This design comes from an exercise in tuning for small area, a short achievable clock period and few clock cycles per item on the open sky130 flow, not from production work. In this exercise RTL edits were held to simulation tests only and were not proved equivalent to the original. Power and IR drop assume default switching activity.

[flow/config.mk]
export PLATFORM = sky130hd
export DESIGN_NAME = queue_cmd_front
export DESIGN_NICKNAME = queue_cmd_front
export VERILOG_FILES = /design/flow/design.v
export SDC_FILE = /design/flow/constraint.sdc
export NUM_CORES = 4
export LEC_CHECK = 0
export CAP_MARGIN = 20
export CORE_MARGIN = 2
export CORE_UTILIZATION = 45
export CTS_BUF_LIST = sky130_fd_sc_hd__clkbuf_8
export CTS_CLUSTER_SIZE = 30
export SETUP_SLACK_MARGIN = 3.3
export SLEW_MARGIN = 20
[flow/constraint.sdc]
create_clock -name core_clock -period 6.5 [get_ports {clk}]
set_input_delay 1.3000 -clock core_clock [delete_from_list [all_inputs] [get_ports {clk}]]
set_output_delay 1.3000 -clock core_clock [all_outputs]
set_load 0.01 [all_outputs]
[flow/design.v]
module queue_cmd_front #(
    parameter int PAYLOAD_SIZE = 24,
    parameter int ID_WIDTH     = 8,
    parameter int FIFO_SIZE    = 1024,
    parameter int PTR_WIDTH    = $clog2(FIFO_SIZE),
    parameter int QDATA_SIZE   = PAYLOAD_SIZE + ID_WIDTH
) (
    input  logic                    clk,
    input  logic                    reset,
    input  logic                    cmd_valid,
    output logic                    cmd_ready,
    input  logic [1:0]              cmd_op,
    input  logic [ID_WIDTH-1:0]     cmd_id,
    input  logic [PAYLOAD_SIZE-1:0] cmd_payload,
    output logic                    q_push_flag,
    output logic [QDATA_SIZE-1:0]   q_push_data,
    output logic                    q_pop_flag,
    input  logic [QDATA_SIZE-1:0]   q_pop_data,
    output logic                    q_remove_flag,
    output logic [PTR_WIDTH-1:0]    q_remove_index,
    input  logic                    q_full,
    input  logic                    q_empty,
    input  logic                    q_error_reg,
    input  logic                    q_error_rem,
    input  logic                    q_error_time,
    output logic                    rsp_valid,
    input  logic                    rsp_ready,
    output logic [2:0]              rsp_status,
    output logic [ID_WIDTH-1:0]     rsp_id,
    output logic [PAYLOAD_SIZE-1:0] rsp_payload
);
    localparam int DEPTH = 2 ** ID_WIDTH;
    localparam logic [1:0] OP_ADD    = 2'd0;
    localparam logic [1:0] OP_CANCEL = 2'd1;
    localparam logic [1:0] OP_POP    = 2'd2;
    localparam logic [2:0] ST_OK    = 3'd0;
    localparam logic [2:0] ST_DUP   = 3'd1;
    localparam logic [2:0] ST_NF    = 3'd2;
    localparam logic [2:0] ST_FULL  = 3'd3;
    localparam logic [2:0] ST_EMPTY = 3'd4;
    localparam logic [2:0] ST_QERR  = 3'd5;
    logic [DEPTH-1:0]        live;
    logic [PTR_WIDTH-1:0]    slot_mem [DEPTH];
    logic [PTR_WIDTH-1:0]    tail;
    logic                    d_add, d_can, d_pop, d_rsv;
    logic [ID_WIDTH-1:0]     d_id;
    logic [PAYLOAD_SIZE-1:0] d_pl;
    logic                    d_live;    
    logic                    d_pm;      
    logic [PTR_WIDTH-1:0]    d_slot;
    logic                    w_push, w_rem, w_pop;
    logic [ID_WIDTH-1:0]     w_id;
    logic [PTR_WIDTH-1:0]    w_slot;
    logic                    r_v;
    logic                    r_fresh;   
    logic [2:0]              r_st;
    logic [ID_WIDTH-1:0]     r_id;
    logic [PAYLOAD_SIZE-1:0] r_pl;
    logic q_err, d_v, amb, go, act, push, rem, pop, acc, w_en, w_val;
    logic [2:0] d_st, fin_st;
    logic f_live, f_pm;
    logic [PTR_WIDTH-1:0] f_slot;
    assign q_err  = q_error_reg | q_error_rem | q_error_time;
    assign d_v    = d_add | d_can | d_pop | d_rsv;
    assign amb    = d_live & d_pm & (d_add | d_can);
    assign go     = ~r_v | rsp_ready;
    assign act    = d_v & go & ~amb;
    assign push   = d_add & go & ~d_live & ~q_full;
    assign rem    = d_can & go & d_live & ~d_pm;
    assign pop    = d_pop & go & ~q_empty;
    assign cmd_ready = reset & (~d_v | (go & ~amb));
    assign acc       = cmd_valid & cmd_ready;
    assign q_push_flag    = push;
    assign q_pop_flag     = pop;
    assign q_remove_flag  = rem;
    assign q_push_data    = {d_pl, d_id};
    assign q_remove_index = d_slot;
    assign fin_st      = (r_fresh & q_err) ? ST_QERR : r_st;
    assign rsp_valid   = r_v;
    assign rsp_status  = fin_st;
    assign rsp_id      = r_id;
    assign rsp_payload = r_pl;
    always_comb begin
        d_st = ST_OK;
        if (d_add)      d_st = d_live ? ST_DUP : (q_full ? ST_FULL : ST_OK);
        else if (d_can) d_st = d_live ? ST_OK : ST_NF;
        else if (d_pop) d_st = q_empty ? ST_EMPTY : ST_OK;
        else            d_st = ST_NF;
    end
    assign w_en  = w_push | w_rem | (w_pop & ~q_err);
    assign w_val = w_push;
    logic live_rd;
    logic [PTR_WIDTH-1:0] slot_rd;
    always_comb begin
        if ((d_add | d_can) && d_id == cmd_id)
            f_live = d_add & (d_live | ~q_full);
        else if ((w_push | w_rem | w_pop) && w_id == cmd_id)
            f_live = w_pop ? (live_rd & q_err) : w_push;
        else
            f_live = live_rd;
        f_pm = pop && q_pop_data[ID_WIDTH-1:0] == cmd_id;
        if (push && d_id == cmd_id)
            f_slot = tail;
        else if (w_push && w_id == cmd_id)
            f_slot = w_slot;
        else
            f_slot = slot_rd;
    end
    always_ff @(posedge clk or negedge reset) begin
        if (!reset) begin
            d_add   <= 1'b0;
            d_can   <= 1'b0;
            d_pop   <= 1'b0;
            d_rsv   <= 1'b0;
            w_push  <= 1'b0;
            w_rem   <= 1'b0;
            w_pop   <= 1'b0;
            r_v     <= 1'b0;
            r_fresh <= 1'b0;
            live    <= '0;
            tail    <= '0;
        end else begin
            if (acc) begin
                d_add <= cmd_op == OP_ADD;
                d_can <= cmd_op == OP_CANCEL;
                d_pop <= cmd_op == OP_POP;
                d_rsv <= cmd_op == 2'd3;
            end else if (act) begin
                d_add <= 1'b0;
                d_can <= 1'b0;
                d_pop <= 1'b0;
                d_rsv <= 1'b0;
            end
            w_push <= push;
            w_rem  <= rem;
            w_pop  <= pop;
            if (act) begin
                r_v     <= 1'b1;
                r_fresh <= push | rem | pop;
            end else begin
                if (rsp_ready) r_v <= 1'b0;
                r_fresh <= 1'b0;
            end
            live <= live_nx;
            if (push) tail <= tail + 1'b1;
        end
    end
    always_ff @(posedge clk) begin
        if (acc) begin
            d_id   <= cmd_id;
            d_pl   <= cmd_payload;
            d_slot <= f_slot;
            d_live <= f_live;
            d_pm   <= f_pm;
        end else if (!act) begin
            d_live <= d_live & ~(d_pm & ~q_err);
            d_pm   <= 1'b0;
        end
        if (push | rem) w_id <= d_id;
        if (pop)        w_id <= q_pop_data[ID_WIDTH-1:0];
        if (push)       w_slot <= tail;
        if (act) begin
            r_st <= d_st;
            if (d_pop) begin
                r_id <= q_empty ? '0 : q_pop_data[ID_WIDTH-1:0];
                r_pl <= q_empty ? '0 : q_pop_data[QDATA_SIZE-1:ID_WIDTH];
            end else begin
                r_id <= d_id;
                r_pl <= '0;
            end
        end else begin
            r_st <= fin_st;
        end
    end
    logic [DEPTH-1:0] r_sel, w_sel, live_nx;
    always_comb begin
        live_rd = 1'b0;
        slot_rd = '0;
        for (int i = 0; i < DEPTH; i++) begin
            r_sel[i]   = (cmd_id == ID_WIDTH'(i));
            w_sel[i]   = (w_id == ID_WIDTH'(i));
            live_rd    = live_rd | (r_sel[i] & live[i]);
            slot_rd    = slot_rd | ({PTR_WIDTH{r_sel[i]}} & slot_mem[i]);
            live_nx[i] = (w_en & w_sel[i]) ? w_val : live[i];
        end
    end
    for (genvar i = 0; i < DEPTH; i++) begin : g_slot
        always_ff @(posedge clk) begin
            if (w_push & w_sel[i]) slot_mem[i] <= w_slot;
        end
    end
endmodule
[flow/run.sh]
#!/bin/bash
# synth_recipe.tcl (not shown) runs the flow's synth.tcl, then flattens the netlist and writes it again
# the make line also repeats each setting of config.mk as NAME=value (left out here)
make -C /OpenROAD-flow-scripts/flow DESIGN_CONFIG=/design/flow/config.mk WORK_HOME=/design/flow/orfs CLKGATE_MAP_FILE= SYNTH_SCRIPT=/design/flow/synth_recipe.tcl finish
==> flow_summary_export.csv, run 1 <==
group,metric,value,unit
status,status,"aborted with a tool error",
status,lastStage,"5_1_grt",
status,first-error,"[ERROR GRT-0232] Routing congestion too high. Check the congestion heatmap in the GUI.",
synthesis,syn_area_per_cell,16.2,um^2
global_route,grt_use_total,73.6,%
die,num_io_pins,157,
synthesis,synth_ff_type,"edfxtp_1",
synthesis,synthTopCellsByCount,"edfxtp_1 (2,654), a22oi_1 (743), o21ai_0 (563)",
synthesis,yosysTopAreaCell,"edfxtp_1",
cts,htreeDepth,5,
synthesis,synthTopCellsByArea,"edfxtp_1 (72%), dfrtp_1 (6.2%), a22oi_1 (5.0%)",
placed_design,portBuffers,156,
placed_design,dp_hpwl,577000,um
cts,numCtsBuffers,490,
cts,hold_buffers,0,
synthesis,ys_types,73,
die,die_h,500,um
global_route,grt_remaining_overflow,3,
cts,cts.sinks,2932,
die,rows,182,
synthesis,synth.net_count,6912,
die,start_util,45.2,%
synthesis,synth_seq_cells,2932,
synthesis,synth_area,0.111,mm^2
placed_design,pre_cts_slack,-0.335,ns
synthesis,synth_top_area_share,72.0,%
die,die_w,500,um
synthesis,netlist_instances,6836,
cts,cts_root_buffer,"clkbuf_8",
synthesis,synthArstFlopShare,9.38,%
global_route,grt_start_max_net_pins,172,
synthesis,yosysSeqAreaShare,78.2,%
synthesis,yosys_warnings,2,
cts,cts_max_path_buffers,4,
placed_design,place.gp.congestion,1.26,
synthesis,synth_most_common_cell,"edfxtp_1",
synthesis,synth_edf_count,2654,
## worst max-delay path by stage
stage	start	end	slack (ns)	cells after the start
4_1_cts	cmd_id[1]	d_slot[5]	2.69	14
2_1_floorplan	w_slot[7]	slot_mem[0][7]	2.44	0
3_5_place_dp	cmd_id[2]	d_slot[5]	-0.33	13
3_3_place_gp	cmd_id[5]	d_slot[2]	-0.37	13
## power by group through the flow
stage,combinational [uW],sequential (uW),clock (uW)
after global placement,1380,20900,0
after detailed placement,1390,20900,0
after floorplan,417,21000,0
after CTS,1690,20500,15500
## cells by family after synthesis
kind of cell | Yosys count | synth area share (%)
adder cells (fa/ha/maj) | 1 | 0.0113
flip-flops | 2932 | 78.2
AO/OA/AOI/OAI | 2125 | 13.7
AND/OR/NAND/NOR | 1263 | 5.82
buffers and inverters | 478 | 1.93
XOR/XNOR | 33 | 0.261
multiplexers | 4 | 0.0384
## metal layers
metal	GRT usage (%)	GRT overflow
met5	50.1	0
met4	69.3	0
met1	75.3	3
met3	65.3	0
met2	82.4	0
## repair_timing
item / CTS
gates resized for setup: 772
setup endpoints to repair: 823
cloned: 36
setup buffers: 277
pin swaps: 181
## stage by stage
stage               cells  instance area (um^2)
floorplan            6836                111000
global placement    10700                124000
detailed placement  10700                124000
CTS                 11900                140000
Testbench counts, summed over its fixed seeds: cycles 16,081, commands 16,000.
==> inputs of run 2 (changes only) <==
--- a/flow/design.v
+++ b/flow/design.v
@@ -47,7 +47,9 @@
     logic [PAYLOAD_SIZE-1:0] d_pl;
     logic                    d_live;    
     logic                    d_pm;      
-    logic [PTR_WIDTH-1:0]    d_slot;
+    logic [PTR_WIDTH-1:0]    d_slot;    
+    logic                    d_fsel;    
+    logic [PTR_WIDTH-1:0]    d_fval;    
     logic                    w_push, w_rem, w_pop;
     logic [ID_WIDTH-1:0]     w_id;
     logic [PTR_WIDTH-1:0]    w_slot;
@@ -58,8 +60,8 @@
     logic [PAYLOAD_SIZE-1:0] r_pl;
     logic q_err, d_v, amb, go, act, push, rem, pop, acc, w_en, w_val;
     logic [2:0] d_st, fin_st;
-    logic f_live, f_pm;
-    logic [PTR_WIDTH-1:0] f_slot;
+    logic f_live, f_pm, f_fsel;
+    logic [PTR_WIDTH-1:0] f_fval;
     assign q_err  = q_error_reg | q_error_rem | q_error_time;
     assign d_v    = d_add | d_can | d_pop | d_rsv;
     assign amb    = d_live & d_pm & (d_add | d_can);
@@ -74,7 +76,7 @@
     assign q_pop_flag     = pop;
     assign q_remove_flag  = rem;
     assign q_push_data    = {d_pl, d_id};
-    assign q_remove_index = d_slot;
+    assign q_remove_index = d_fsel ? d_fval : d_slot;
     assign fin_st      = (r_fresh & q_err) ? ST_QERR : r_st;
     assign rsp_valid   = r_v;
     assign rsp_status  = fin_st;
@@ -99,12 +101,8 @@
         else
             f_live = live_rd;
         f_pm = pop && q_pop_data[ID_WIDTH-1:0] == cmd_id;
-        if (push && d_id == cmd_id)
-            f_slot = tail;
-        else if (w_push && w_id == cmd_id)
-            f_slot = w_slot;
-        else
-            f_slot = slot_rd;
+        f_fsel = (push && d_id == cmd_id) || (w_push && w_id == cmd_id);
+        f_fval = (push && d_id == cmd_id) ? tail : w_slot;
     end
     always_ff @(posedge clk or negedge reset) begin
         if (!reset) begin
@@ -149,7 +147,9 @@
         if (acc) begin
             d_id   <= cmd_id;
             d_pl   <= cmd_payload;
-            d_slot <= f_slot;
+            d_slot <= slot_rd;
+            d_fsel <= f_fsel;
+            d_fval <= f_fval;
             d_live <= f_live;
             d_pm   <= f_pm;
         end else if (!act) begin
@@ -172,15 +172,21 @@
             r_st <= fin_st;
         end
     end
-    logic [DEPTH-1:0] r_sel, w_sel, live_nx;
+    for (genvar l = 0; l <= ID_WIDTH; l++) begin : g_rd
+        logic [PTR_WIDTH:0] n [2 ** (ID_WIDTH - l)];
+        for (genvar j = 0; j < 2 ** (ID_WIDTH - l); j++) begin : g_n
+            if (l == 0) begin : g_leaf
+                assign n[j] = {live[j], slot_mem[j]};
+            end else begin : g_mux
+                assign n[j] = cmd_id[l-1] ? g_rd[l-1].n[2*j+1] : g_rd[l-1].n[2*j];
+            end
+        end
+    end
+    assign {live_rd, slot_rd} = g_rd[ID_WIDTH].n[0];
+    logic [DEPTH-1:0] w_sel, live_nx;
     always_comb begin
-        live_rd = 1'b0;
-        slot_rd = '0;
         for (int i = 0; i < DEPTH; i++) begin
-            r_sel[i]   = (cmd_id == ID_WIDTH'(i));
             w_sel[i]   = (w_id == ID_WIDTH'(i));
-            live_rd    = live_rd | (r_sel[i] & live[i]);
-            slot_rd    = slot_rd | ({PTR_WIDTH{r_sel[i]}} & slot_mem[i]);
             live_nx[i] = (w_en & w_sel[i]) ? w_val : live[i];
         end
     end
--- a/flow/config.mk
+++ b/flow/config.mk
@@ -7,7 +7,7 @@
 export LEC_CHECK = 0
 export CAP_MARGIN = 20
 export CORE_MARGIN = 2
-export CORE_UTILIZATION = 45
+export CORE_UTILIZATION = 50
 export CTS_BUF_LIST = sky130_fd_sc_hd__clkbuf_8
 export CTS_CLUSTER_SIZE = 30
 export SETUP_SLACK_MARGIN = 3.3
==> flow_summary_export.csv, run 2 <==
group,metric,value,unit
die,die_h,483,um
finish,finalNonFillerCells,9402,
synthesis,synth.net_count,5553,
setup_path,cp-end-kind,"output port",
power,cellPowerDensity,280,mW/mm^2
timing,setup_violations,0,
die,rows,175,
cts,cts.sinks,2943,
setup_path,r2r_cells,3,
drt,wl_per_cell,32.6,um
cts,clock_latency,1.14,ns
timing,finalWorstPathRequiredPeriod,3.57,ns
cts,numCtsBuffers,470,
placed_design,dp_cells,8412,
setup_path,path_max_fanout,6,
finish,nFillCells,16700,
finish,largest_reg_flops,2560,
synthesis,synthArstFlopShare,9.34,%
cts,cts_tree,"done",
synthesis,synth_top_area_share,69.7,%
power,ir_drop,0.166,mV
synthesis,yosysTopAreaCell,"edfxtp_1",
finish,seqCellArea,0.0870,mm^2
timing,fin_worst_skew,0.0852,ns
finish,nNetsFinal,6104,
timing,slew-limit-headroom,9.84,%
finish,multiInputGateArea,0.0274,mm^2
timing,fin_hold_ws,0.175,ns
cts,path_clk_slew,0.07,ns
drt,dr.first_iter.drc_count,6859,
drt,vias,58600,
global_route,grt_pass1_wl,436000,um
global_route,grt_use_total,26.1,%
die,num_io_pins,157,
synthesis,yosys_warnings,11,
placed_design,portBuffers,156,
timing,fin_crit_sh,54.9,%
setup_path,cp.arrival,2.27,ns
drt,postRouteAntennaNets,0,
finish,max_flop_register,"slot_mem",
timing,fin_tns_setup,0,ns
synthesis,synthTopCellsByCount,"edfxtp_1 (2,665), mux4_2 (859), o21ai_0 (540)",
global_route,grt_remaining_overflow,0,
synthesis,synth_seq_cells,2943,
finish,reg.largest.list,"slot_mem x2560, live x256",
power,leakagePower,0.0405,uW
setup_path,cp_data_required_time,5.20,ns
global_route,antenna_found_initial,13,
drt,first_pass_iters,8,
synthesis,synth_area,0.115,mm^2
die,die_w,483,um
finish,layout_commonest_cell,"edfxtp_1",
synthesis,ys_types,53,
timing,fin_ws,2.93,ns
placed_design,dp_hpwl,165000,um
synthesis,synth_ff_type,"edfxtp_1",
placed_design,place.gp.congestion,0.835,
status,status,"no timing/DRC/antenna violations",
synthesis,synth_most_common_cell,"edfxtp_1",
flow_run,maxCapViolCount,0,
setup_path,path_class,"register to output port",
timing,hold_viol,0,
drt,drc,0,
timing,tightest_slew,1.35,ns
finish,area_delta_synth_final,15.4,%
timing,finalMaxSlewViolations,0,
die,start_util,50.4,%
synthesis,syn_area_per_cell,21.0,um^2
global_route,grt_start_max_net_pins,240,
synthesis,netlist_instances,5477,
die,die_area,0.233,mm^2
cts,cts_max_path_buffers,4,
global_route,grt_pass1_vias,58700,
cts,htreeDepth,5,
placed_design,pre_cts_slack,0.939,ns
synthesis,yosysSeqAreaShare,75.8,%
timing,rsz0062_at_grt,"yes",
timing,fmax,0.280,GHz
min_path,min_path_type,"primary input to asynchronous set/reset pin",
synthesis,synthTopCellsByArea,"edfxtp_1 (70%), mux4_2 (17%), dfrtp_1 (6.0%)",
power,finalPower,37100,uW
finish,drive_above_1_share,32.7,%
drt,drt-vias-per-instance,6.23,
cts,cts_root_buffer,"clkbuf_8",
finish,layout_common_cells,"edfxtp_1 (2,665), mux4_2 (859), o21ai_0 (539), clkbuf_8 (499), dfrtp_1 (272)",
setup_path,start_kind,"register",
drt,routed_wl,307000,um
die,coreArea,0.228,mm^2
synthesis,synth_edf_count,2665,
[run 2: cell types whose count changed after synthesis, moves of 90 or more]
cell	before	now
a222oi_1	100	0
a22o_1	91	1
a22oi_1	743	85
a32oi_1	240	1
mux4_2	0	859
nand3_1	150	22
nand4_1	124	3
nor2_1	478	276
o22ai_1	144	2
[run 2: stage by stage]
step	instance area [um^2]	util [%]
after detailed placement	120000	52.9
after global placement	120000	52.8
after global routing	132000	58.2
after floorplan	115000	-
final	132000	58.2
after CTS	131000	57.5
[run 2: final timing paths]
path | start | to | slack (ns)
max in group asynchronous | reset | live[202] | 4.32
worst min-delay path | reset | w_rem | 0.17
worst max-delay path | d_live | cmd_ready | 2.93
worst min register to register | tail[9] | tail[9] | 0.50
min in group core_clock | tail[9] | tail[9] | 0.50
worst max register to register | w_id[5] | slot_mem[235][5] | 3.30
[run 2: worst max-delay path, cell delays in order (launching register included)]
cell	delay, ns
edfxtp_1	0.45
nand2_2	0.09
o21a_1	0.23
o21a_4	0.25
buf_6	0.12
[run 2: area by class of cell]
cell class	count	area share (%)
sequential	2943	65.7
antenna	4	0.00756
timing repair buffer	463	4.48
tap	3009	2.84
clock buffer	499	5.19
multi-input combinational	2135	20.7
clock inverter	334	1.10
inverter	15	0.0482
[run 2: metal layers]
layer	track usage [%]	wire length (um)	vias up
li1	-	-	23900
met1	37.6	127000	31400
met2	40.3	145000	2768
met3	5.81	26900	483
met4	7.62	8100	10
met5	0	61	-
[run 2: cell families after synthesis]
kind of cell | after synthesis | share of synthesized area [%]
AND/OR/NAND/NOR | 488 | 1.84
AO/OA/AOI/OAI | 701 | 3.32
adder cells (fa/ha/maj) | 1 | 0.0109
XOR/XNOR | 33 | 0.252
buffers and inverters | 402 | 1.49
flip-flops | 2943 | 75.8
multiplexers | 909 | 17.3
[run 2: power by group]
part	internal [uW]	switching (uW)	total (uW)
Combinational	958	1160	2110
Sequential	20600	63.6	20600
Clock	7180	7140	14300
[run 2: what timing repair did]
item | CTS | global route
buffers inserted | 48 | 45
gates resized for setup | 414 | 104
pin swaps | 23 | 42
cloned | 39 | 14
setup endpoints to repair | 839 | 811
hold buffers | 0 | 0
Testbench counts of run 2, summed over its fixed seeds: cycles 16,081, commands 16,000.
==> inputs of run 3 (changes only) <==
--- a/flow/config.mk
+++ b/flow/config.mk
@@ -7,8 +7,9 @@
 export LEC_CHECK = 0
 export CAP_MARGIN = 20
 export CORE_MARGIN = 2
-export CORE_UTILIZATION = 50
-export CTS_BUF_LIST = sky130_fd_sc_hd__clkbuf_8
+export CORE_UTILIZATION = 55
+export CTS_BUF_LIST = sky130_fd_sc_hd__clkbuf_16
+export CTS_CLUSTER_DIAMETER = 60
 export CTS_CLUSTER_SIZE = 30
 export SETUP_SLACK_MARGIN = 3.3
 export SLEW_MARGIN = 20
==> flow_summary_export.csv, run 3 <==
group,metric,value,unit
synthesis,synth_area,0.115,mm^2
setup_path,path_max_fanout,7,
power,intPower,27300,uW
setup_path,path_class,"primary input to register",
drt,first_pass_iters,5,
cts,htreeDepth,4,
timing,fin_hold_ws,0.351,ns
drt,drc,0,
setup_path,start_kind,"primary input",
synthesis,synthTopCellsByArea,"edfxtp_1 (70%), mux4_2 (17%), dfrtp_1 (6.0%)",
global_route,grt_start_max_net_pins,197,
timing,finalWorstPathRequiredPeriod,3.60,ns
setup_path,timing.rr.end,"slot_mem[79][1]",
finish,nFillCells,14200,
die,start_util,55.4,%
power,net-switching-power,8200,uW
synthesis,yosys_warnings,11,
drt,postRouteAntennaNets,0,
cts,path_clk_slew,0.09,ns
finish,seqCellArea,0.0870,mm^2
setup_path,cp.arrival,4.19,ns
setup_path,endpoint,"d_slot[5]",
setup_path,cp_data_required_time,7.09,ns
setup_path,r2r_cells,4,
timing,fin_tns_setup,0,ns
timing,tightest_slew,1.24,ns
synthesis,ys_types,53,
setup_path,startpoint,"cmd_id[0]",
drt,wl_per_cell,34.3,um
power,p_sw_share,23.1,%
synthesis,synthTopCellsByCount,"edfxtp_1 (2,665), mux4_2 (859), o21ai_0 (540)",
drt,vias,57500,
setup_path,cpPeakStageDelay,0.56,ns
global_route,grt_pass1_wl,430000,um
synthesis,synth_edf_count,2665,
setup_path,cp_top_family,"multiplexers",
placed_design,portBuffers,156,
drt,routed_wl,302000,um
finish,drive_above_1_share,31.7,%
cts,cts_max_path_buffers,3,
power,leakagePower,0.0394,uW
synthesis,synth_top_area_share,69.7,%
synthesis,synth.net_count,5553,
setup_path,cp-end-kind,"register",
die,die_h,461,um
setup_path,r2r_start,"w_id[2]",
setup_path,crit_cells,9,
timing,fin_worst_skew,0.0340,ns
setup_path,cp_cell_sequence,"buf_16 > buf_16 > buf_16 > buf_16 > mux4_2 > mux4_2 > a22oi_2 > a21oi_4 > or4_1",
finish,nNetsFinal,5935,
finish,final_util,63.3,%
global_route,grt_use_total,28.8,%
setup_path,crit_top_cell,"buf_16",
cts,cts.sinks,2943,
setup_path,rrSetupSlack,3.32,ns
timing,rsz0062_at_grt,"yes",
finish,max_flop_register,"slot_mem",
finish,largest_reg_flops,2560,
power,cellPowerDensity,270,mW/mm^2
global_route,grt_pass1_vias,56700,
flow_run,maxCapViolCount,0,
placed_design,place.gp.congestion,0.826,
finish,multiInputGateArea,0.0272,mm^2
status,status,"no timing/DRC/antenna violations",
cts,clock_latency,0.86,ns
global_route,grt_remaining_overflow,0,
cts,cts_root_buffer,"clkbuf_16",
placed_design,dp_hpwl,170000,um
die,num_io_pins,157,
synthesis,synth_most_common_cell,"edfxtp_1",
finish,layout_commonest_cell,"edfxtp_1",
synthesis,syn_area_per_cell,21.0,um^2
min_path,min_path_type,"primary input to asynchronous set/reset pin",
cts,cts_tree,"done",
setup_path,cp_slowest_cell,"mux4_2",
setup_path,path_buf_inv,4,
power,power_frac_clock,35.9,%
global_route,antenna_found_initial,12,
synthesis,yosysSeqAreaShare,75.8,%
die,rows,167,
drt,dr.first_iter.drc_count,7402,
cts,numCtsBuffers,179,
power,power_frac_seq,58.0,%
drt,drt-vias-per-instance,6.53,
timing,slew-limit-headroom,17.6,%
die,die_area,0.212,mm^2
synthesis,yosysTopAreaCell,"edfxtp_1",
finish,layout_common_cells,"edfxtp_1 (2,665), mux4_2 (859), o21ai_0 (539), buf_4 (278), dfrtp_1 (272)",
finish,area_delta_synth_final,14.4,%
timing,setup_violations,0,
power,p_comb_share,6.1,%
synthesis,synth_ff_type,"edfxtp_1",
die,coreArea,0.207,mm^2
synthesis,synth_seq_cells,2943,
synthesis,synthArstFlopShare,9.34,%
timing,hold_viol,0,
synthesis,netlist_instances,5477,
finish,reg.largest.list,"slot_mem x2560, live x256",
timing,fin_crit_sh,55.4,%
timing,finalMaxSlewViolations,0,
power,finalPower,35500,uW
power,ir_drop,0.296,mV
timing,fmax,0.278,GHz
die,die_w,461,um
-- run 3: changes by cell type in the layout (fill, tap and decap cells not counted), sizes merged, moves of 46 or more --
cell and delta:
clkinv -114, inv -82, dlygate4sd2 -46, clkbuf -325
buf +125, clkdlybuf4s50 +63
-- run 3: cells by family (layout without fill, tap and decap cells) --
family / after synthesis / in the layout / share of synthesized area, %
DFF: 2943 / 2943 / 75.8
muxes: 909 / 909 / 17.3
AOI/OAI and AO/OA: 701 / 701 / 3.32
and+or+nand+nor: 488 / 491 / 1.84
buffers and inverters: 402 / 933 / 1.49
xor gates and xnor gates: 33 / 33 / 0.252
adders and majority gates: 1 / 1 / 0.0109
other: 0 / 5 / 0
-- run 3: how the worst min path moves through the flow --
| stage | from | to | slack, ns | cells past startpoint |
|---|---|---|---|---|
| final | reset | r_v | 0.35 | 1 |
| after global routing | reset | r_v | 0.34 | 1 |
| after floorplan | tail[9] | tail[9] | 0.45 | 1 |
| after detailed placement | live[242] | live[242] | 0.49 | 2 |
| after global placement | live[176] | live[176] | 0.48 | 2 |
| after CTS | reset | live[179] | 0.31 | 1 |
-- run 3: through the flow --
step,cell area (um^2),instances,setup slack [ns]
floorplan,115000,5477,2.44
global placement,121000,8270,0.920
detailed placement,121000,8271,0.970
CTS,131000,8763,3.00
global route,131000,8800,2.97
finish,131000,8804,2.90
-- run 3: layer usage --
layer	global-route usage [%]	up-vias	share of wire (%)
li1	-	23400	-
met1	43.3	31300	42
met2	45.0	2398	48
met3	4.33	393	7.6
met4	7.87	6	3.1
met5	0	-	0.017
-- run 3: worst register-to-register path, stage by stage (launching register included) --
cell	delay, ns
edfxtp_1	0.50
and2_1	0.45
nand2_2	0.68
buf_4	0.52
nor2_2	0.65
-- run 3: area by class of cell --
class	count	share of cell area [%]
diodes	5	0.00953
clock buffers	186	3.55
clock inverters	147	1.27
inverters	15	0.0515
multi-input cells	2135	20.7
flip-flops and latches	2943	66.3
well taps	2788	2.66
repair buffers	585	5.50
-- run 3: power by group through the flow --
stage	Combinational (uW)	Clock, uW	Sequential [uW]
floorplan	1060	0	21000
global placement	1780	0	21000
detailed placement	1780	0	21000
CTS	2150	12900	20600
global route	2270	13600	20600
finish	2170	12700	20600
-- run 3: repair_timing --
item,in CTS,in global routing
setup buffers,105,28
setup endpoints to repair,528,319
pin swaps,66,27
cloned,54,1
gates resized for setup,398,54
endpoints found under the hold margin,0,0
hold buffers,0,0
==> inputs of run 4 (changes only) <==
--- a/flow/config.mk
+++ b/flow/config.mk
@@ -11,5 +11,5 @@
 export CTS_BUF_LIST = sky130_fd_sc_hd__clkbuf_16
 export CTS_CLUSTER_DIAMETER = 60
 export CTS_CLUSTER_SIZE = 30
-export SETUP_SLACK_MARGIN = 3.3
+export SETUP_SLACK_MARGIN = 3.0
 export SLEW_MARGIN = 20
==> flow_summary_export.csv, run 4 <==
group,metric,value,unit
drt,wl_per_cell,34.1,um
synthesis,synth.net_count,5553,
power,cellPowerDensity,276,mW/mm^2
synthesis,ys_types,53,
setup_path,path_class,"primary input to register",
die,die_w,461,um
drt,vias,57000,
global_route,grt_start_max_net_pins,198,
die,start_util,55.4,%
placed_design,portBuffers,156,
cts,htreeDepth,4,
cts,cts_tree,"done",
cts,numCtsBuffers,181,
setup_path,cp-end-kind,"register",
timing,fin_tns_setup,0,ns
finish,max_flop_register,"slot_mem",
placed_design,place.gp.congestion,0.822,
synthesis,synth_seq_cells,2943,
synthesis,synth_ff_type,"edfxtp_1",
timing,setup_violations,0,
timing,fin_crit_sh,55.4,%
finish,finalNonFillerCells,8675,
setup_path,path_max_fanout,12,
cts,cts_root_buffer,"clkbuf_16",
finish,nNetsFinal,5806,
synthesis,synth_top_area_share,69.7,%
timing,tightest_slew,1.14,ns
synthesis,syn_area_per_cell,21.0,um^2
flow_run,maxCapViolCount,0,
cts,clock_latency,0.88,ns
drt,postRouteAntennaNets,0,
drt,routed_wl,296000,um
setup_path,cp_slowest_cell,"mux4_2",
timing,rsz0062_at_grt,"yes",
timing,fin_worst_skew,0.0432,ns
finish,layout_commonest_cell,"edfxtp_1",
synthesis,yosys_warnings,11,
drt,first_pass_iters,5,
drt,drt-vias-per-instance,6.57,
global_route,grt_pass1_wl,423000,um
drt,drc,0,
timing,fmax,0.278,GHz
finish,largest_reg_flops,2560,
finish,nFillCells,14400,
cts,cts.sinks,2943,
synthesis,yosysTopAreaCell,"edfxtp_1",
die,die_h,461,um
global_route,grt_use_total,28.2,%
setup_path,crit_top_cell,"buf_16",
timing,finalMaxSlewViolations,0,
finish,area_delta_synth_final,12.8,%
setup_path,start_kind,"primary input",
synthesis,synthTopCellsByCount,"edfxtp_1 (2,665), mux4_2 (859), o21ai_0 (540)",
finish,layout_common_cells,"edfxtp_1 (2,665), mux4_2 (859), o21ai_0 (540), dfrtp_1 (274), buf_4 (199)",
die,coreArea,0.207,mm^2
synthesis,netlist_instances,5477,
placed_design,dp_cells,8250,
setup_path,cp_data_required_time,7.10,ns
finish,reg.largest.list,"slot_mem x2560, live x256",
synthesis,synth_edf_count,2665,
cts,cts_max_path_buffers,3,
status,status,"no timing/DRC/antenna violations",
drt,dr.first_iter.drc_count,6674,
synthesis,synth_most_common_cell,"edfxtp_1",
timing,hold_viol,0,
power,ir_drop,0.328,mV
setup_path,cpPeakStageDelay,0.55,ns
placed_design,pre_cts_slack,1.00,ns
setup_path,cp.arrival,4.20,ns
finish,drive_above_1_share,29.4,%
synthesis,yosysSeqAreaShare,75.8,%
cts,hold_buffers,0,
min_path,min_path_type,"primary input to asynchronous set/reset pin",
synthesis,synthTopCellsByArea,"edfxtp_1 (70%), mux4_2 (17%), dfrtp_1 (6.0%)",
die,die_area,0.212,mm^2
synthesis,synth_area,0.115,mm^2
power,leakagePower,0.0386,uW
global_route,grt_remaining_overflow,0,
cts,path_clk_slew,0.09,ns
synthesis,synthArstFlopShare,9.34,%
global_route,grt_pass1_vias,56100,
timing,fin_ws,2.90,ns
global_route,antenna_found_initial,11,
timing,slew-limit-headroom,24.1,%
die,rows,167,
setup_path,cp_cell_sequence,"buf_16 > buf_12 > buf_16 > buf_16 > mux4_2 > mux4_2 > a22oi_2 > a21oi_2 > buf_4 > or4_1",
die,num_io_pins,157,
timing,finalWorstPathRequiredPeriod,3.60,ns
placed_design,dp_hpwl,170000,um
-- run 4: cell types whose count changed in the layout (fill, tap and decap cells not counted), moves of 11 or more --
cell,before,now
buf_4,278,199
buf_6,42,10
buf_16,64,40
a22oi_1,20,37
a22oi_2,65,48
nor2_2,72,84
a21oi_1,9,20
dlygate4sd2_1,2,13
-- run 4: layout make-up --
type | instances | area, um^2 | share of cell area (%)
Tap cell | 2788 | 3490 | 2.69
Clock inverter | 147 | 1850 | 1.43
Clock buffer | 191 | 4780 | 3.69
Antenna cell | 2 | 5.00 | 0.00386
Timing Repair Buffer | 457 | 5490 | 4.24
Sequential cell | 2943 | 87000 | 67.1
Inverter | 15 | 60.1 | 0.0464
Multi-Input combinational cell | 2132 | 26900 | 20.8
-- run 4: path summary, 6_finish.rpt --
| kind | start | to | slack [ns] | cells after the start |
|---|---|---|---|---|
| min in group core_clock | tail[9] | tail[9] | 0.50 | 1 |
| max reg2reg | w_id[3] | slot_mem[134][4] | 3.00 | 4 |
| min reg2reg | tail[9] | tail[9] | 0.50 | 1 |
| min | reset | r_v | 0.36 | 1 |
| max in group asynchronous | reset | live[5] | 4.81 | 2 |
| max | cmd_id[0] | d_slot[2] | 2.90 | 10 |
-- run 4: per-layer routing --
layer	wire (um)	track usage, %
met1	124000	42.9
met2	142000	43.5
met3	22900	4.51
met4	6620	7.03
met5	24	0
-- run 4: critical path: cells and delay by family --
kind                   cells  cell delay, ns
multiplexers               2            1.03
buffers and inverters      5            0.83
AO/OA/AOI/OAI              2            0.58
AND/OR/NAND/NOR            1            0.40
-- run 4: stage by stage --
stage	area (um^2)	hold slack (ns)	power [uW]	utilization, %
floorplan	115000	0.453	22100	-
CTS	129000	0.335	36000	62.2
global placement	120000	0.480	22800	58.1
detailed placement	121000	0.486	22800	58.2
global route	130000	0.378	36800	62.5
finish	130000	0.364	35800	62.5
-- run 4: cell families (layout without fill, tap and decap cells) --
| logic type | after synthesis | count (layout) | synth area share (%) |
|---|---|---|---|
| other | 0 | 2 | 0 |
| AO/OA/AOI/OAI | 701 | 701 | 3.32 |
| flip-flops | 2943 | 2943 | 75.8 |
| adder cells (fa/ha/maj) | 1 | 1 | 0.0109 |
| buffers and inverters | 402 | 810 | 1.49 |
| AND/OR/NAND/NOR | 488 | 488 | 1.84 |
| multiplexers | 909 | 909 | 17.3 |
| XOR/XNOR | 33 | 33 | 0.252 |
-- run 4: power breakdown --
part | total (uW) | switching, uW | internal [uW]
sequential | 20600 | 70.5 | 20500
combinational | 1980 | 1080 | 897
clock | 13200 | 7040 | 6180
total | 35800 | 8200 | 27600
-- run 4: what timing repair did --
item                       in CTS  in global routing
resized for setup             201                 54
setup endpoints to repair     235                218
buffers inserted               24                 21
pin swaps                      29                 21
cloned                         25                  5
==> inputs of run 5 (changes only) <==
--- a/flow/design.v
+++ b/flow/design.v
@@ -47,12 +47,14 @@
     logic [PAYLOAD_SIZE-1:0] d_pl;
     logic                    d_live;    
     logic                    d_pm;      
-    logic [PTR_WIDTH-1:0]    d_slot;    
+    logic [1:0][PTR_WIDTH-1:0] d_slot;  
     logic                    d_fsel;    
     logic [PTR_WIDTH-1:0]    d_fval;    
     logic                    w_push, w_rem, w_pop;
     logic [ID_WIDTH-1:0]     w_id;
-    logic [PTR_WIDTH-1:0]    w_slot;
+    logic [15:0]             w_lo, w_hi;    
+    localparam int NBANK = 4;
+    logic [PTR_WIDTH-1:0]    w_slot [NBANK];
     logic                    r_v;
     logic                    r_fresh;   
     logic [2:0]              r_st;
@@ -76,7 +78,7 @@
     assign q_pop_flag     = pop;
     assign q_remove_flag  = rem;
     assign q_push_data    = {d_pl, d_id};
-    assign q_remove_index = d_fsel ? d_fval : d_slot;
+    assign q_remove_index = d_fsel ? d_fval : d_slot[d_id[ID_WIDTH-1]];
     assign fin_st      = (r_fresh & q_err) ? ST_QERR : r_st;
     assign rsp_valid   = r_v;
     assign rsp_status  = fin_st;
@@ -92,7 +94,7 @@
     assign w_en  = w_push | w_rem | (w_pop & ~q_err);
     assign w_val = w_push;
     logic live_rd;
-    logic [PTR_WIDTH-1:0] slot_rd;
+    logic [1:0][PTR_WIDTH-1:0] slot_rd2;
     always_comb begin
         if ((d_add | d_can) && d_id == cmd_id)
             f_live = d_add & (d_live | ~q_full);
@@ -102,7 +104,7 @@
             f_live = live_rd;
         f_pm = pop && q_pop_data[ID_WIDTH-1:0] == cmd_id;
         f_fsel = (push && d_id == cmd_id) || (w_push && w_id == cmd_id);
-        f_fval = (push && d_id == cmd_id) ? tail : w_slot;
+        f_fval = (push && d_id == cmd_id) ? tail : tail - 1'b1;
     end
     always_ff @(posedge clk or negedge reset) begin
         if (!reset) begin
@@ -147,7 +149,7 @@
         if (acc) begin
             d_id   <= cmd_id;
             d_pl   <= cmd_payload;
-            d_slot <= slot_rd;
+            d_slot <= slot_rd2;
             d_fsel <= f_fsel;
             d_fval <= f_fval;
             d_live <= f_live;
@@ -156,9 +158,11 @@
             d_live <= d_live & ~(d_pm & ~q_err);
             d_pm   <= 1'b0;
         end
-        if (push | rem) w_id <= d_id;
-        if (pop)        w_id <= q_pop_data[ID_WIDTH-1:0];
-        if (push)       w_slot <= tail;
+        w_id <= pop ? q_pop_data[ID_WIDTH-1:0] : d_id;
+        w_lo <= 16'(1) << (pop ? q_pop_data[3:0] : d_id[3:0]);
+        w_hi <= 16'(1) << (pop ? q_pop_data[7:4] : d_id[7:4]);
+        for (int b = 0; b < NBANK; b++)
+            if (push && d_id[ID_WIDTH-1 -: 2] == 2'(b)) w_slot[b] <= tail;
         if (act) begin
             r_st <= d_st;
             if (d_pop) begin
@@ -182,17 +186,19 @@
             end
         end
     end
-    assign {live_rd, slot_rd} = g_rd[ID_WIDTH].n[0];
+    assign live_rd     = g_rd[ID_WIDTH].n[0][PTR_WIDTH];
+    assign slot_rd2[0] = g_rd[ID_WIDTH-1].n[0][PTR_WIDTH-1:0];
+    assign slot_rd2[1] = g_rd[ID_WIDTH-1].n[1][PTR_WIDTH-1:0];
     logic [DEPTH-1:0] w_sel, live_nx;
     always_comb begin
         for (int i = 0; i < DEPTH; i++) begin
-            w_sel[i]   = (w_id == ID_WIDTH'(i));
+            w_sel[i]   = w_lo[i % 16] & w_hi[i / 16];
             live_nx[i] = (w_en & w_sel[i]) ? w_val : live[i];
         end
     end
     for (genvar i = 0; i < DEPTH; i++) begin : g_slot
         always_ff @(posedge clk) begin
-            if (w_push & w_sel[i]) slot_mem[i] <= w_slot;
+            if (w_push & w_sel[i]) slot_mem[i] <= w_slot[i / (DEPTH / NBANK)];
         end
     end
 endmodule
==> flow_summary_export.csv, run 5 <==
group,metric,value,unit
synthesis,yosys_warnings,12,
finish,max_flop_register,"slot_mem",
cts,cts.sinks,3015,
setup_path,start_kind,"primary input",
synthesis,synth_edf_count,2697,
timing,fin_worst_skew,0.0347,ns
placed_design,place.gp.congestion,0.903,
finish,nNetsFinal,5718,
synthesis,syn_area_per_cell,21.4,um^2
power,ir_drop,0.286,mV
synthesis,synth_area,0.118,mm^2
finish,area_delta_synth_final,10.6,%
placed_design,dp_cells,8248,
global_route,grt_pass1_wl,424000,um
drt,vias,56300,
setup_path,endpoint,"d_live",
finish,largest_reg_flops,2560,
global_route,grt_pass1_vias,56000,
synthesis,synth_top_area_share,68.8,%
timing,finalWorstPathRequiredPeriod,3.55,ns
timing,fin_crit_sh,54.6,%
synthesis,synthTopCellsByCount,"edfxtp_1 (2,697), mux4_2 (894), nand2_1 (317)",
status,status,"no timing/DRC/antenna violations",
cts,cts_tree,"done",
cts,cts_root_buffer,"clkbuf_16",
synthesis,yosysTopAreaCell,"edfxtp_1",
synthesis,ys_types,54,
drt,postRouteAntennaNets,0,
finish,layout_common_cells,"edfxtp_1 (2,697), mux4_2 (894), nand2_1 (315), dfrtp_1 (272), and3_1 (261)",
placed_design,dp_hpwl,179000,um
power,cellPowerDensity,279,mW/mm^2
flow_run,maxCapViolCount,0,
setup_path,cp-end-kind,"register",
timing,fin_tns_setup,0,ns
die,die_h,467,um
global_route,grt_remaining_overflow,0,
timing,tightest_slew,1.26,ns
timing,rsz0062_at_grt,"yes",
timing,finalMaxSlewViolations,0,
setup_path,timing.rr.end,"d_slot[2]",
finish,final_util,61.3,%
setup_path,cp_data_required_time,7.09,ns
synthesis,synth_most_common_cell,"edfxtp_1",
timing,fmax,0.282,GHz
die,num_io_pins,157,
timing,hold_viol,0,
drt,routed_wl,299000,um
setup_path,r2r_cells,6,
die,die_w,467,um
synthesis,synth.net_count,5573,
power,leakagePower,0.0421,uW
drt,drc,0,
cts,htreeDepth,4,
die,rows,169,
cts,path_clk_slew,0.09,ns
drt,drt-vias-per-instance,6.53,
synthesis,yosysSeqAreaShare,75.4,%
placed_design,portBuffers,156,
setup_path,r2r_start,"r_v",
synthesis,synth_seq_cells,3015,
finish,reg.largest.list,"slot_mem x2560, live x256, w_slot x40",
finish,drive_above_1_share,25.8,%
setup_path,path_class,"primary input to register",
cts,numCtsBuffers,182,
global_route,grt_start_max_net_pins,131,
die,coreArea,0.212,mm^2
synthesis,synth_ff_type,"edfxtp_1",
setup_path,cp.arrival,4.14,ns
finish,finalNonFillerCells,8624,
drt,wl_per_cell,34.7,um
drt,first_pass_iters,5,
synthesis,synthArstFlopShare,9.12,%
min_path,min_path_type,"primary input to asynchronous set/reset pin",
setup_path,rrSetupSlack,3.30,ns
synthesis,netlist_instances,5496,
die,start_util,55.4,%
timing,slew-limit-headroom,15.0,%
synthesis,synthTopCellsByArea,"edfxtp_1 (69%), mux4_2 (17%), dfrtp_1 (5.8%)",
drt,dr.first_iter.drc_count,6471,
timing,setup_violations,0,
global_route,grt_use_total,27.8,%
die,die_area,0.218,mm^2
global_route,antenna_found_initial,24,
finish,layout_commonest_cell,"edfxtp_1",
setup_path,startpoint,"cmd_id[4]",
setup_path,path_max_fanout,32,
cts,clock_latency,0.87,ns
cts,cts_max_path_buffers,3,
run 5: how the worst min path moves through the flow:
| stage | end | slack, ns | cells after the start |
|---|---|---|---|
| 3_3_place_gp | live[131] | 0.45 | 1 |
| 6_report | live[238] | 0.37 | 1 |
| 4_1_cts | live[238] | 0.34 | 1 |
| 3_5_place_dp | live[175] | 0.46 | 1 |
| 2_1_floorplan | r_st[1] | 0.44 | 2 |
| 5_1_grt | live[238] | 0.36 | 1 |
run 5: timing repair:
item | CTS | global route
pin swaps | 13 | 3
resized for setup | 144 | 14
buffers inserted | 16 | 4
hold buffers | 0 | 0
cloned | 9 | 0
endpoints found under the setup margin | 91 | 30
run 5: critical path, stage by stage:
cell      delay [ns]
buf_2           0.31
buf_6           0.45
mux4_2          0.44
a221oi_4        0.44
a21oi_1         0.10
a21oi_2         0.33
a311oi_2        0.15
o41a_1          0.52
run 5: power by group:
group	switching (uW)	internal [uW]
sequential	167	20900
combinational	1020	787
clock	7280	6140
total	8460	27900
run 5: logic make-up after synthesis:
group,share of synthesized area (%)
compound gates,2.14
buf+inv,1.32
xor+xnor,0.305
fa+ha+maj,0.0213
flops,75.4
simple gates,3.17
mux,17.6
run 5: through the flow:
step	total power (uW)	hold WS [ns]	instance area (um^2)	setup WS, ns
after CTS	36500	0.337	130000	2.93
after global placement	23300	0.452	123000	1.05
after floorplan	22500	0.439	119000	2.83
final	36300	0.371	130000	2.95
after detailed placement	23300	0.461	123000	1.04
after global routing	37300	0.359	130000	2.96
run 5: metal layers:
layer  share of wire (%)  wire length (um)  track usage, %  up-vias
li1                    -                 -               -    23000
met1                  42            126000            41.7    30800
met2                  47            142000            42.5     2140
met3                 6.9             20500            3.95      389
met4                 3.7             11000            9.36        0
met5                   0                 0               0        -
run 5: final cells by class:
cell class / count / area [um^2]
clock inverter: 150 / 1920
timing repair buffer: 315 / 3390
antenna: 5 / 12.5
multi-input combinational: 2098 / 27600
sequential: 3015 / 88800
fill: 14900 / 82200
clock buffer: 191 / 4780
tap: 2821 / 3530
inverter: 29 / 138
Testbench counts of run 5, summed over its fixed seeds: cycles 16,081, commands 16,000.
==> inputs of run 6 (changes only) <==
--- a/flow/config.mk
+++ b/flow/config.mk
@@ -11,5 +11,5 @@
 export CTS_BUF_LIST = sky130_fd_sc_hd__clkbuf_16
 export CTS_CLUSTER_DIAMETER = 60
 export CTS_CLUSTER_SIZE = 30
-export SETUP_SLACK_MARGIN = 3.0
+export SETUP_SLACK_MARGIN = 3.3
 export SLEW_MARGIN = 20
==> flow_summary_export.csv, run 6 <==
group,metric,value,unit
setup_path,cp.arrival,2.19,ns
setup_path,cp_cell_sequence,"buf_6 > buf_16 > mux2i_1 > o21ai_2 > buf_2",
die,start_util,55.4,%
die,die_area,0.218,mm^2
cts,clock_latency,0.90,ns
die,rows,169,
setup_path,cp_slowest_cell,"edfxtp_1",
setup_path,cp_top_family,"buffers and inverters",
power,power_frac_seq,57.3,%
synthesis,synthTopCellsByArea,"edfxtp_1 (69%), mux4_2 (17%), dfrtp_1 (5.8%)",
placed_design,place.gp.congestion,0.873,
timing,finalMaxSlewViolations,0,
finish,largest_reg_flops,2560,
synthesis,synth_edf_count,2697,
cts,cts_max_path_buffers,3,
cts,numCtsBuffers,184,
timing,tightest_slew,1.15,ns
status,status,"no timing/DRC/antenna violations",
setup_path,r2r_cells,2,
power,p_sw_share,23.6,%
cts,cts_root_buffer,"clkbuf_16",
die,die_w,467,um
synthesis,synth_most_common_cell,"edfxtp_1",
power,leakagePower,0.0435,uW
placed_design,dp_hpwl,184000,um
global_route,grt_pass1_wl,447000,um
setup_path,cpPeakStageDelay,0.39,ns
drt,dr.first_iter.drc_count,7338,
finish,drive_above_1_share,27.8,%
synthesis,synth.net_count,5573,
power,finalPower,36800,uW
global_route,grt_start_max_net_pins,137,
finish,nFillCells,14600,
drt,wl_per_cell,36.1,um
timing,hold_viol,0,
synthesis,yosysSeqAreaShare,75.4,%
finish,post-route-cell-area,0.133,mm^2
synthesis,synth_top_area_share,68.8,%
finish,finalNonFillerCells,8758,
setup_path,cp-end-kind,"output port",
power,intPower,28100,uW
die,num_io_pins,157,
synthesis,yosysTopAreaCell,"edfxtp_1",
setup_path,path_max_fanout,5,
synthesis,synth_ff_type,"edfxtp_1",
finish,area_delta_synth_final,12.8,%
setup_path,path_class,"register to output port",
timing,rsz0062_at_grt,"yes",
timing,fin_hold_ws,0.289,ns
power,p_comb_share,5.7,%
setup_path,rrSetupSlack,3.41,ns
setup_path,crit_cells,5,
power,power_frac_clock,36.9,%
global_route,grt_pass1_vias,57200,
flow_run,maxCapViolCount,0,
drt,drt-vias-per-instance,6.60,
setup_path,path_buf_inv,3,
min_path,min_path_type,"primary input to asynchronous set/reset pin",
placed_design,portBuffers,156,
power,ir_drop,0.320,mV
global_route,antenna_found_initial,15,
drt,postRouteAntennaNets,0,
cts,cts.sinks,3015,
drt,routed_wl,317000,um
timing,fin_worst_skew,0.0516,ns
setup_path,timing.rr.end,"slot_mem[61][3]",
power,cellPowerDensity,277,mW/mm^2
synthesis,syn_area_per_cell,21.4,um^2
finish,nNetsFinal,5844,
synthesis,netlist_instances,5496,
setup_path,endpoint,"q_remove_index[2]",
cts,hold_buffers,0,
drt,drc,0,
finish,layout_commonest_cell,"edfxtp_1",
timing,finalWorstPathRequiredPeriod,3.49,ns
cts,htreeDepth,4,
timing,fin_tns_setup,0,ns
cts,path_clk_slew,0.10,ns
power,net-switching-power,8680,uW
setup_path,r2r_start,"w_push",
finish,layout_common_cells,"edfxtp_1 (2,697), mux4_2 (894), nand2_1 (315), dfrtp_1 (273), and3_1 (258)",
synthesis,synth_area,0.118,mm^2
placed_design,place_area,0.123,mm^2
placed_design,dp_cells,8263,
timing,fin_crit_sh,53.8,%
cts,cts_tree,"done",
global_route,grt_remaining_overflow,0,
synthesis,ys_types,54,
die,coreArea,0.212,mm^2
setup_path,startpoint,"d_id[7]",
setup_path,start_kind,"register",
drt,vias,57800,
synthesis,synthArstFlopShare,9.12,%
finish,max_flop_register,"slot_mem",
global_route,grt_use_total,29.5,%
setup_path,cp_data_required_time,5.20,ns
synthesis,synthTopCellsByCount,"edfxtp_1 (2,697), mux4_2 (894), nand2_1 (317)",
synthesis,synth_seq_cells,3015,
timing,fmax,0.286,GHz
finish,reg.largest.list,"slot_mem x2560, live x256, w_slot x40",
synthesis,yosys_warnings,12,
timing,slew-limit-headroom,22.4,%
die,die_h,467,um
timing,setup_violations,0,
drt,first_pass_iters,6,
[run 6: through the flow]
step	utilization [%]	worst slack (ns)
floorplan	-	2.83
global placement	57.8	1.36
detailed placement	57.9	1.34
CTS	62.3	2.87
global route	62.5	2.97
finish	62.5	3.01
[run 6: how the worst min path moves through the flow]
stage,cells after the start,to,startpoint
final,1,live[231],reset
after global routing,1,live[231],reset
after CTS,1,live[230],reset
after detailed placement,1,live[78],live[78]
after global placement,1,live[5],live[5]
after floorplan,2,r_st[1],r_st[1]
[run 6: logic make-up after synthesis]
| group | Yosys count | share of synthesized area (%) |
|---|---|---|
| buffers and inverters | 383 | 1.32 |
| adders and majority gates | 2 | 0.0213 |
| and+or+nand+nor | 751 | 3.17 |
| DFF | 3015 | 75.4 |
| xor gates and xnor gates | 41 | 0.305 |
| AOI/OAI and AO/OA | 350 | 2.14 |
| muxes | 954 | 17.6 |
[run 6: power by group through the flow]
stage / Combinational (uW) / Sequential (uW) / Clock (uW)
2_1_floorplan: 1090 / 21400 / 0
6_report: 2100 / 21100 / 13600
3_3_place_gp: 1770 / 21500 / 0
5_1_grt: 2180 / 21100 / 14500
4_1_cts: 2050 / 21100 / 13800
3_5_place_dp: 1780 / 21500 / 0
[run 6: cell type report]
class	count	area [um^2]	area share [%]
diodes	6	15.0	0.0113
clock buffers	191	4780	3.60
clock inverters	159	2070	1.56
inverters	29	141	0.106
multi-input cells	2098	27900	21.0
flip-flops and latches	3015	88800	66.8
well taps	2821	3530	2.66
repair buffers	437	5630	4.24
repair inverters	2	13.8	0.0104
[run 6: metal layers]
| metal | GRT usage [%] | routed length [um] |
|---|---|---|
| met5 | 0 | 0 |
| met4 | 8.79 | 9760 |
| met3 | 4.19 | 23800 |
| met2 | 45.3 | 151000 |
| met1 | 44.7 | 132000 |
[run 6: timing repair]
action | in CTS | in global routing
buffers inserted | 69 | 24
endpoints found under the setup margin | 98 | 191
gates cloned | 43 | 2
pin swaps | 22 | 17
resized for setup | 300 | 48
==> inputs of run 7 (changes only) <==
--- a/flow/design.v
+++ b/flow/design.v
@@ -48,8 +48,8 @@
     logic                    d_live;    
     logic                    d_pm;      
     logic [1:0][PTR_WIDTH-1:0] d_slot;  
-    logic                    d_fsel;    
     logic [PTR_WIDTH-1:0]    d_fval;    
+    logic [2:0]              d_qs;      
     logic                    w_push, w_rem, w_pop;
     logic [ID_WIDTH-1:0]     w_id;
     logic [15:0]             w_lo, w_hi;    
@@ -78,7 +78,9 @@
     assign q_pop_flag     = pop;
     assign q_remove_flag  = rem;
     assign q_push_data    = {d_pl, d_id};
-    assign q_remove_index = d_fsel ? d_fval : d_slot[d_id[ID_WIDTH-1]];
+    assign q_remove_index = ({PTR_WIDTH{d_qs[0]}} & d_slot[0]) |
+                            ({PTR_WIDTH{d_qs[1]}} & d_slot[1]) |
+                            ({PTR_WIDTH{d_qs[2]}} & d_fval);
     assign fin_st      = (r_fresh & q_err) ? ST_QERR : r_st;
     assign rsp_valid   = r_v;
     assign rsp_status  = fin_st;
@@ -150,7 +152,7 @@
             d_id   <= cmd_id;
             d_pl   <= cmd_payload;
             d_slot <= slot_rd2;
-            d_fsel <= f_fsel;
+            d_qs   <= {f_fsel, ~f_fsel & cmd_id[ID_WIDTH-1], ~f_fsel & ~cmd_id[ID_WIDTH-1]};
             d_fval <= f_fval;
             d_live <= f_live;
             d_pm   <= f_pm;
==> flow_summary_export.csv, run 7 <==
group,metric,value,unit
status,status,"no timing/DRC/antenna violations",
timing,tightest_slew,1.26,ns
placed_design,pre_cts_slack,1.56,ns
cts,hold_buffers,0,
synthesis,synthTopCellsByArea,"edfxtp_1 (69%), mux4_2 (17%), dfrtp_1 (5.8%)",
drt,vias,57800,
drt,wl_met1,132000,um
setup_path,cp_cell_sequence,"buf_6 > a222oi_1 > inv_1 > buf_4",
finish,max_flop_register,"slot_mem",
cts,path_clk_slew,0.09,ns
min_path,min_path_type,"primary input to asynchronous set/reset pin",
timing,fin_worst_skew,0.0371,ns
cts,cts_max_path_buffers,3,
power,power_frac_seq,58.4,%
cts,cts_tree,"done",
cts,cts.sinks,3017,
cts,numCtsBuffers,181,
power,p_comb_share,5.7,%
synthesis,synth_top_area_share,68.9,%
global_route,antenna_found_initial,28,
finish,reg.largest.list,"slot_mem x2560, live x256, w_slot x40",
flow_run,maxCapViolCount,0,
drt,first_pass_iters,6,
timing,setup_violations,0,
timing,hold_viol,0,
finish,final_util,62.3,%
drt,dr.first_iter.drc_count,7717,
synthesis,ys_types,52,
die,rows,169,
drt,drt-vias-per-instance,6.61,
drt,top_layer,"met4",
synthesis,yosysTopAreaCell,"edfxtp_1",
timing,fin_ws,2.77,ns
placed_design,dp_hpwl,186000,um
drt,wl_per_cell,35.7,um
cts,clock_latency,0.87,ns
synthesis,synth_area,0.118,mm^2
cts,cts_root_buffer,"clkbuf_16",
finish,layout_common_cells,"edfxtp_1 (2,699), mux4_2 (895), nand2_1 (307), dfrtp_1 (270), and3_1 (262)",
global_route,grt_pass1_vias,56400,
power,power_frac_clock,35.9,%
placed_design,dp_cells,8255,
cts,htreeDepth,4,
setup_path,path_max_fanout,4,
power,p_sw_share,23.1,%
power,ir_drop,0.294,mV
drt,postRouteAntennaNets,0,
synthesis,synth_seq_cells,3017,
die,die_w,467,um
drt,drc,0,
synthesis,synth_ff_type,"edfxtp_1",
synthesis,synthArstFlopShare,9.12,%
finish,drive_above_1_share,27.3,%
finish,nNetsFinal,5826,
finish,finalNonFillerCells,8742,
power,finalPower,36100,uW
setup_path,cp_data_required_time,5.20,ns
placed_design,portBuffers,156,
global_route,grt_start_max_net_pins,97,
drt,routed_wl,312000,um
setup_path,cpPeakStageDelay,0.60,ns
power,net-switching-power,8340,uW
timing,rsz0062_at_grt,"yes",
placed_design,place.gp.congestion,0.896,
finish,largest_reg_flops,2560,
synthesis,yosysSeqAreaShare,75.5,%
finish,area_delta_synth_final,12.4,%
synthesis,yosys_warnings,12,
power,cellPowerDensity,273,mW/mm^2
synthesis,synth_most_common_cell,"edfxtp_1",
timing,fin_tns_setup,0,ns
timing,slew-limit-headroom,15.7,%
timing,finalWorstPathRequiredPeriod,3.73,ns
synthesis,synth.net_count,5552,
global_route,grt_remaining_overflow,0,
synthesis,netlist_instances,5475,
global_route,grt_pass1_wl,438000,um
synthesis,synth_edf_count,2699,
drt,wl_met3,25800,um
timing,fmax,0.268,GHz
setup_path,path_class,"register to output port",
global_route,grt_use_total,28.9,%
die,die_h,467,um
timing,finalMaxSlewViolations,0,
power,intPower,27800,uW
die,num_io_pins,157,
setup_path,cp-end-kind,"output port",
die,start_util,55.4,%
setup_path,cp_slowest_cell,"a222oi_1",
finish,layout_commonest_cell,"edfxtp_1",
die,coreArea,0.212,mm^2
setup_path,cp.arrival,2.43,ns
timing,fin_crit_sh,57.4,%
synthesis,synthTopCellsByCount,"edfxtp_1 (2,699), mux4_2 (895), nand2_1 (311)",
setup_path,r2r_cells,6,
power,leakagePower,0.0444,uW
synthesis,syn_area_per_cell,21.5,um^2
setup_path,start_kind,"register",
drt,dr_wl_met2,143000,um
die,die_area,0.218,mm^2
run 7: area by class of cell:
class	instances	area, um^2
sequential	3017	88800
fill	14700	80000
multi-input combinational	2069	27500
timing repair buffer	445	5830
clock buffer	186	4650
tap	2821	3530
clock inverter	156	1770
inverter	35	156
antenna	13	32.5
run 7: final timing paths:
| check | endpoint | startpoint | slack [ns] |
|---|---|---|---|
| worst max register to register | live[232] | w_push | 3.39 |
| worst min register to register | live[242] | live[242] | 0.48 |
| worst max-delay path | q_remove_index[6] | d_qs[0] | 2.77 |
| min in group core_clock | live[242] | live[242] | 0.48 |
| worst min-delay path | live[213] | reset | 0.25 |
| max in group asynchronous | d_can | reset | 4.46 |
run 7: metrics by stage:
step	instance area [um^2]	hold slack [ns]
after detailed placement	123000	0.460
after CTS	132000	0.185
after global routing	132000	0.212
after global placement	123000	0.453
final	132000	0.253
after floorplan	118000	0.437
run 7: worst max-delay path, delay by kind of cell (launching register included):
family	cells	cell delay, ns
buf+inv	3	0.45
compound gates	1	0.60
flops	1	0.51
run 7: what timing repair did:
| item | in CTS | in global routing |
|---|---|---|
| cloned | 43 | 12 |
| gates resized for setup | 275 | 52 |
| pin swaps | 15 | 15 |
| setup endpoints to repair | 247 | 102 |
| buffers inserted | 57 | 19 |
run 7: kinds of logic (layout without fill, tap and decap cells):
| logic type | Yosys count | after routing | synth area share, % |
|---|---|---|---|
| compound gates | 345 | 345 | 2.17 |
| simple gates | 736 | 736 | 3.10 |
| flops | 3017 | 3017 | 75.5 |
| mux | 944 | 944 | 17.6 |
| other cells | 0 | 13 | 0 |
| xor+xnor | 42 | 42 | 0.313 |
| buf+inv | 389 | 822 | 1.38 |
| fa+ha+maj | 2 | 2 | 0.0213 |
run 7: metal layers:
metal | global-route usage (%) | up-vias
li1 | - | 23200
met1 | 44.5 | 31600
met2 | 42.6 | 2495
met3 | 4.97 | 446
met4 | 9.54 | 0
met5 | 0 | -
run 7: power by group through the flow:
stage | clock network, uW | logic, uW | registers, uW
6_report | 13000 | 2070 | 21100
5_1_grt | 13800 | 2140 | 21100
4_1_cts | 13200 | 2000 | 21100
3_5_place_dp | 0 | 1760 | 21500
3_3_place_gp | 0 | 1750 | 21500
2_1_floorplan | 0 | 1080 | 21500
Testbench counts of run 7, summed over its fixed seeds: cycles 16,081, commands 16,000.
==> inputs of run 8 (changes only) <==
--- a/flow/config.mk
+++ b/flow/config.mk
@@ -11,5 +11,5 @@
 export CTS_BUF_LIST = sky130_fd_sc_hd__clkbuf_16
 export CTS_CLUSTER_DIAMETER = 60
 export CTS_CLUSTER_SIZE = 30
-export SETUP_SLACK_MARGIN = 3.3
+export SETUP_SLACK_MARGIN = 3.0
 export SLEW_MARGIN = 20
==> flow_summary_export.csv, run 8 <==
group,metric,value,unit
drt,postRouteAntennaNets,0,
drt,routed_wl,307000,um
synthesis,yosysTopAreaCell,"edfxtp_1",
finish,final_util,61.4,%
drt,vias,56700,
global_route,grt_use_total,28.5,%
cts,numCtsBuffers,184,
synthesis,synth_most_common_cell,"edfxtp_1",
synthesis,synth_seq_cells,3017,
synthesis,ys_types,52,
finish,layout_commonest_cell,"edfxtp_1",
synthesis,yosys_warnings,12,
power,net-switching-power,8370,uW
timing,fin_crit_sh,55.4,%
drt,dr.first_iter.drc_count,7274,
global_route,grt_pass1_wl,433000,um
timing,fmax,0.278,GHz
setup_path,path_max_fanout,7,
flow_run,maxCapViolCount,0,
synthesis,netlist_instances,5475,
global_route,grt_start_max_net_pins,118,
drt,drt-vias-per-instance,6.55,
drt,first_pass_iters,6,
die,rows,169,
power,cellPowerDensity,278,mW/mm^2
timing,hold_viol,0,
power,power_frac_seq,58.2,%
finish,reg.largest.list,"slot_mem x2560, live x256, w_slot x40",
synthesis,synth.net_count,5552,
power,ir_drop,0.315,mV
synthesis,synth_ff_type,"edfxtp_1",
synthesis,synth_area,0.118,mm^2
timing,tightest_slew,1.21,ns
cts,cts_root_buffer,"clkbuf_16",
cts,cts_max_path_buffers,3,
placed_design,place.gp.congestion,0.867,
global_route,antenna_found_initial,35,
placed_design,dp_hpwl,187000,um
placed_design,portBuffers,156,
finish,drive_above_1_share,26.2,%
synthesis,synth_edf_count,2699,
timing,finalMaxSlewViolations,0,
finish,nNetsFinal,5731,
finish,multiInputGateArea,0.0275,mm^2
die,num_io_pins,157,
finish,area_delta_synth_final,10.7,%
setup_path,cp-end-kind,"output port",
finish,nFillCells,14900,
die,coreArea,0.212,mm^2
global_route,grt_remaining_overflow,0,
synthesis,synthTopCellsByCount,"edfxtp_1 (2,699), mux4_2 (895), nand2_1 (311)",
power,p_comb_share,5.2,%
die,die_area,0.218,mm^2
power,leakagePower,0.0433,uW
power,power_frac_clock,36.7,%
timing,setup_violations,0,
status,status,"no timing/DRC/antenna violations",
cts,htreeDepth,4,
die,start_util,55.4,%
synthesis,yosysSeqAreaShare,75.5,%
cts,cts_tree,"done",
power,p_sw_share,23.1,%
setup_path,cp.arrival,2.30,ns
timing,fin_tns_setup,0,ns
setup_path,start_kind,"register",
synthesis,synthArstFlopShare,9.12,%
finish,layout_common_cells,"edfxtp_1 (2,699), mux4_2 (895), nand2_1 (309), dfrtp_1 (271), and3_1 (262)",
setup_path,path_class,"register to output port",
drt,drc,0,
die,die_h,467,um
finish,finalNonFillerCells,8649,
drt,wl_per_cell,35.5,um
synthesis,synthTopCellsByArea,"edfxtp_1 (69%), mux4_2 (17%), dfrtp_1 (5.8%)",
synthesis,syn_area_per_cell,21.5,um^2
placed_design,dp_cells,8268,
timing,finalWorstPathRequiredPeriod,3.60,ns
cts,cts.sinks,3017,
setup_path,cp_data_required_time,5.20,ns
finish,seqCellArea,0.0888,mm^2
min_path,min_path_type,"primary input to asynchronous set/reset pin",
global_route,grt_pass1_vias,56200,
die,die_w,467,um
cts,path_clk_slew,0.09,ns
timing,rsz0062_at_grt,"yes",
synthesis,synth_top_area_share,68.9,%
finish,largest_reg_flops,2560,
power,intPower,27900,uW
timing,slew-limit-headroom,19.4,%
cts,clock_latency,0.87,ns
finish,max_flop_register,"slot_mem",
timing,fin_worst_skew,0.0339,ns
[run 8: cell counts after synthesis]
Identical to the previous run, type by type.
[run 8: metrics by stage]
| stage | area, um^2 | hold WS, ns | worst slack, ns | total power (uW) |
|---|---|---|---|---|
| floorplan | 118000 | 0.437 | 2.74 | 22500 |
| global placement | 123000 | 0.453 | 1.54 | 23300 |
| detailed placement | 123000 | 0.460 | 1.55 | 23300 |
| CTS | 130000 | 0.268 | 2.85 | 36400 |
| global route | 130000 | 0.302 | 2.83 | 37200 |
| finish | 130000 | 0.314 | 2.90 | 36300 |
[run 8: path summary, 6_finish.rpt]
check / slack (ns) / end / cells after the start / start
min in group core_clock: 0.48 / live[203] / 1 / live[203]
worst min-delay path: 0.31 / live[197] / 1 / reset
max in group asynchronous: 4.27 / live[55] / 3 / reset
worst min register to register: 0.48 / live[203] / 1 / live[203]
worst max register to register: 3.24 / live[143] / 6 / w_push
worst max-delay path: 2.90 / q_remove_index[1] / 5 / d_qs[1]
[run 8: metal layers]
metal / GRT usage (%) / share of wire, % / up-vias
met5: 0 / 0.076 / -
met4: 8.22 / 3.0 / 14
met3: 6.61 / 8.6 / 394
met2: 41.8 / 45 / 2335
met1: 43.4 / 43 / 30900
li1: - / - / 23000
[run 8: power groups by stage]
stage	Combinational, uW	Sequential [uW]	Clock (uW)
2_1_floorplan	1070	21500	0
6_report	1870	21100	13300
5_1_grt	1950	21100	14200
3_3_place_gp	1780	21500	0
3_5_place_dp	1790	21500	0
4_1_cts	1850	21100	13500
[run 8: layout make-up]
| class | count | area share (%) |
|---|---|---|
| antenna | 13 | 0.0250 |
| timing repair buffer | 347 | 2.78 |
| clock inverter | 158 | 1.48 |
| clock buffer | 189 | 3.63 |
| sequential | 3017 | 68.2 |
| inverter | 35 | 0.117 |
| tap | 2821 | 2.71 |
| multi-input combinational | 2069 | 21.1 |
[run 8: repair_timing]
| action | 4_1_cts | 5_1_grt |
|---|---|---|
| hold buffers | 0 | 0 |
| pin swaps | 16 | 10 |
| endpoints found under the setup margin | 59 | 33 |
| gates cloned | 4 | 2 |
| resized for setup | 173 | 23 |
| setup buffers | 13 | 2 |
[run 8: worst max-delay path: stages (launching register included)]
cell and delay [ns]:
edfxtp_1 0.54, buf_6 0.18, a222oi_1 0.32, buf_4 0.24, inv_2 0.04, buf_6 0.11
[run 8: cell families (layout without fill, tap and decap cells)]
| family | Yosys count | count (layout) | synth area share, % |
|---|---|---|---|
| AOI/OAI and AO/OA | 345 | 345 | 2.17 |
| xor gates and xnor gates | 42 | 42 | 0.313 |
| adders and majority gates | 2 | 2 | 0.0213 |
| buffers and inverters | 389 | 729 | 1.38 |
| DFF | 3017 | 3017 | 75.5 |
| muxes | 944 | 944 | 17.6 |
| other | 0 | 13 | 0 |
| and+or+nand+nor | 736 | 736 | 3.10 |
